Background: an optimization exercise with open tools, aiming at small area, a short achievable clock period and few clock cycles per item. Do not read the settings as production practice.
Only simulation tests tie the RTL to the original design; equivalence was not proved.
Power is estimated from default activity; no workload was simulated.

## round_robin_tick_scheduler
module round_robin_tick_scheduler #(
   parameter int MAX_TASKS = 32
) (
   input  logic                 clock,
   input  logic                 reset,
   input  logic                 req_valid,
   output logic                 req_ready,
   input  logic                 req_operation,
   input  logic [15:0]          req_arrival_time,
   input  logic [15:0]          req_burst_length,
   output logic                 rsp_valid,
   input  logic                 rsp_ready,
   output logic [4:0]           rsp_task_index,
   output logic                 rsp_idle,
   output logic                 rsp_finished,
   output logic [15:0]          rsp_slot_time
);
export LEC_CHECK = 0
export ABC_AREA = 1
export CAP_MARGIN = 20
export CORE_MARGIN = 2
export CORE_UTILIZATION = 40
export PLACE_DENSITY = 0.6
export SETUP_SLACK_MARGIN = 2.5
export SLEW_MARGIN = 20
create_clock -name core_clock -period 5.0 [get_ports {clock}]
run.sh (not shown) runs the stock make flow with config.mk's settings and CLKGATE_MAP_FILE= SYNTH_SCRIPT=/design/flow/synth_recipe.tcl, a recipe that flattens the netlist after the stock synthesis.
Testbench counts at the start, summed over its fixed seeds: cycles 3,508, ticks 3,200.
Rerun with:
--- a/flow/config.mk
+++ b/flow/config.mk
@@ -6,9 +6,8 @@
 export NUM_CORES = 4
 export LEC_CHECK = 0
-export ABC_AREA = 1
 export CAP_MARGIN = 20
 export CORE_MARGIN = 2
-export CORE_UTILIZATION = 40
-export PLACE_DENSITY = 0.6
+export CORE_UTILIZATION = 55
+export PLACE_DENSITY = 0.7
 export SETUP_SLACK_MARGIN = 2.5
 export SLEW_MARGIN = 20
Clock skew goes up by 0.029 ns.
Via count is lower by 5.9%.
Register-to-register slack improved by 0.06 ns.
Total power falls by 3.6%.
Utilization came out higher by 16 points.
Combinational power stays flat.
Rerun with:
--- a/flow/config.mk
+++ b/flow/config.mk
@@ -8,6 +8,6 @@
 export CAP_MARGIN = 20
 export CORE_MARGIN = 2
-export CORE_UTILIZATION = 55
-export PLACE_DENSITY = 0.7
+export CORE_UTILIZATION = 40
+export PLACE_DENSITY = 0.6
 export SETUP_SLACK_MARGIN = 2.5
 export SLEW_MARGIN = 20
Result: The new run produced a clean layout. Non-clock buffer count climbs by 116. Via count fell by 1.3%. Synthesized cell count is unchanged. Wire length is higher by 3.9%. Total power came out higher by 4.2%. Flip-flop and latch count stays the same. Global-route usage went down by 8.1 points. Synthesized area stays the same. Setup slack improves by 0.23 ns.
Rerun with:
--- a/flow/config.mk
+++ b/flow/config.mk
@@ -10,4 +10,3 @@
 export CORE_UTILIZATION = 40
 export PLACE_DENSITY = 0.6
-export SETUP_SLACK_MARGIN = 2.5
 export SLEW_MARGIN = 20
Design area shrinks by roughly a tenth.
Global-route usage shrinks by 2.1 points.
Total power shrinks by a little under a tenth.
Via count shrinks by a little under a tenth.

## before
round_robin_tick_scheduler, a different RTL version from the one above (not shown whole).
Size in the first run: ~4900 cells after synthesis, ~62 I/O pins, about 62000 um^2 of cells after synthesis.
clock: 5.0 ns
lec_check: 0
cap_margin: 20
core_margin: 2
core_utilization: 40
place_density: 0.6
slew_margin: 20
Testbench counts of before, summed over its fixed seeds: cycles 3,508, ticks 3,200.
Input-level comparison between after and before:
diff --git a/flow/config.mk b/flow/config.mk
--- a/flow/config.mk
+++ b/flow/config.mk
@@ -11,0 +12 @@
+export SETUP_SLACK_MARGIN = 2.2
[summary]
after vs. before: final critical-path setup slack climbed 0.77 ns; utilization climbed 6.4 points; power per cell area dropped about 3%; met3 wire length climbed 9300 um.

Setup of rev 12:
round_robin_tick_scheduler, a different RTL version from the one above (not shown whole).
Size: ~1400 flip-flops, about 62 I/O pins, about 63000 sq um of cells after synthesis.
clock: 5.0 ns
lec_check: 0
cap_margin: 20
core_margin: 2
core_utilization: 55
cts_buf_list: sky130_fd_sc_hd__clkbuf_8
cts_cluster_size: 24
place_density: 0.7
setup_slack_margin: 2.5
slew_margin: 20
Setup changes, rev 12 to rev 13
--- a/flow/config.mk
+++ b/flow/config.mk
@@ -8 +8 @@
-export CAP_MARGIN = 20
+export CAP_MARGIN = 25
@@ -10,6 +10,4 @@
-export CORE_UTILIZATION = 55
-export CTS_BUF_LIST = sky130_fd_sc_hd__clkbuf_8
-export CTS_CLUSTER_SIZE = 24
-export PLACE_DENSITY = 0.7
-export SETUP_SLACK_MARGIN = 2.5
-export SLEW_MARGIN = 20
+export CORE_UTILIZATION = 40
+export PLACE_DENSITY = 0.6
+export SETUP_SLACK_MARGIN = 2.8
+export SLEW_MARGIN = 25
Notes after the runs:
- Looking only at post-CTS setup repair buffer count, and setting everything else aside, the lower value of rev 12 and rev 13 goes to rev 12.
- The capturing element of the worst setup path comes out head_rem_ff[11]$_DFFE_PP_ in one run and head_rem_ff[8]$_DFFE_PP_ in the other, namely in rev 13 and rev 12 respectively.
- Re post-route clock period utilization: rev 13 is 4.6 points down on rev 12.
- The area taken by flip-flops and latches of rev 13 and that of rev 12 are within noise of each other.
- [compare] base=rev 12 new=rev 13: die height shows an increase of 17%; detailed route wirelength on metal3 shows a reduction of about 2.2%; routed wire length shows an increase of 8.5%; global-route wire length before repair shows an increase of about 8%; number of cells after detailed placement shows an increase of 536.

Another version of the RTL of round_robin_tick_scheduler (not shown whole).
Size: ~1400 flip-flops, about 62000 um^2 of cells after synthesis.
clock: 5.0 ns
lec_check: 0
cap_margin: 20
core_margin: 2
core_utilization: 40
cts_cluster_diameter: 100
cts_cluster_size: 20
place_density: 0.6
setup_slack_margin: 2.5
slew_margin: 20
Testbench counts at the start, summed over its fixed seeds: cycles 3,508, ticks 3,200.
Edit:
--- a/flow/config.mk
+++ b/flow/config.mk
@@ -9,6 +9,4 @@
 export CORE_MARGIN = 2
 export CORE_UTILIZATION = 40
-export CTS_CLUSTER_DIAMETER = 100
-export CTS_CLUSTER_SIZE = 20
 export PLACE_DENSITY = 0.6
 export SETUP_SLACK_MARGIN = 2.5
The new run ran to the end with no violations.
Total power grows by 16%.
Worst setup slack gains 59 ps.
Utilization grows by 2.0 points.
Design area grows by 4.1%.
Sequential share of layout area shrinks by 2.2 points.
Hold slack is about the same.
Maximum frequency grows by 2.1%.
Die area does not change.
Synthesized cell count stays the same.

round_robin_tick_scheduler, a different RTL version from the one above (not shown whole).
For scale: about 5,200 cells after synthesis, about 62 I/O pins, ~63,000 µm² of cells after synthesis.
export LEC_CHECK = 0
export CAP_MARGIN = 20
export CORE_MARGIN = 2
export CORE_UTILIZATION = 40
export PLACE_DENSITY = 0.6
export SETUP_SLACK_MARGIN = 2.5
export SLEW_MARGIN = 20
create_clock -name core_clock -period 5.0 [get_ports {clock}]
Testbench counts at the start, summed over its fixed seeds: cycles 3,508, ticks 3,200.
Edit:
- CTS_CLUSTER_DIAMETER: default -> 100
- CTS_CLUSTER_SIZE: default -> 20
Outcome:
- setup slack improves by 0.038 ns
- combinational power fell by a few percent
- synthesized cell count stays the same
- routed wire length shrinks slightly
- cell count fell slightly
- clock power falls by well over a third
- power drops by about a fifth

afterwards: timing with drivers on the ports:
No port has a modelled driver above. Below, the same layouts with a new extraction and two added sets of constraints. Step 1 sets driving cells, clkbuf_16 on the clock port and buf_2 on the other inputs (assumed; they add their load-dependent delay and slew). Step 2, shift: input delay + t, output delay - t, t = (earliest + latest rising clock arrival at the registers) / 2. This alone moves slack from input paths to output paths. Three values: no drivers, after step 1, after step 2; two values: the first two.
| run | t (ns) | setup slack, ns | hold slack, ns | clock arrival spread, ns | cell pins on the clock port's net |
|---|---|---|---|---|---|
| the first run of note 1 | 0.893 | 1.826 / 1.826 / 1.826 | 0.468 / 0.468 / 0.468 | 0.034 / 0.034 | 1 |
| the second run of note 1 | 0.871 | 1.889 / 1.889 / 1.879 | 0.474 / 0.474 / 0.474 | 0.066 / 0.065 | 1 |
| the third run of note 1 | 0.867 | 2.120 / 2.120 / 1.771 | 0.485 / 0.485 / 0.485 | 0.068 / 0.068 | 1 |
| the fourth run of note 1 | 0.883 | 1.209 / 1.209 / 1.209 | 0.484 / 0.484 / 0.484 | 0.072 / 0.072 | 1 |
| before | 0.901 | 0.465 / 0.465 / 0.465 | 0.482 / 0.482 / 0.482 | 0.055 / 0.055 | 1 |
| after | 0.898 | 1.236 / 1.236 / 1.236 | 0.486 / 0.486 / 0.486 | 0.061 / 0.060 | 1 |
| rev 12 | 0.980 | 1.752 / 1.752 / 1.712 | 0.477 / 0.477 / 0.477 | 0.058 / 0.059 | 1 |
| rev 13 | 0.883 | 1.981 / 1.981 / 1.981 | 0.507 / 0.507 / 0.507 | 0.041 / 0.041 | 1 |
| the first run of note 4 | 0.821 | 2.089 / 2.089 / 2.089 | 0.487 / 0.487 / 0.487 | 0.041 / 0.042 | 1 |
| the second run of note 4 | 0.879 | 2.148 / 2.148 / 2.000 | 0.484 / 0.484 / 0.484 | 0.045 / 0.045 | 1 |
| the first run of note 5 | 0.860 | 1.863 / 1.863 / 1.863 | 0.461 / 0.461 / 0.461 | 0.067 / 0.068 | 1 |
| the second run of note 5 | 0.806 | 1.901 / 1.901 / 1.901 | 0.468 / 0.468 / 0.468 | 0.041 / 0.041 | 1 |
After both steps every run listed still meets setup and hold. The setup slack of the third run of note 1, which loses most, moves by 0.000 ns with the drivers and by -0.349 ns with both steps.
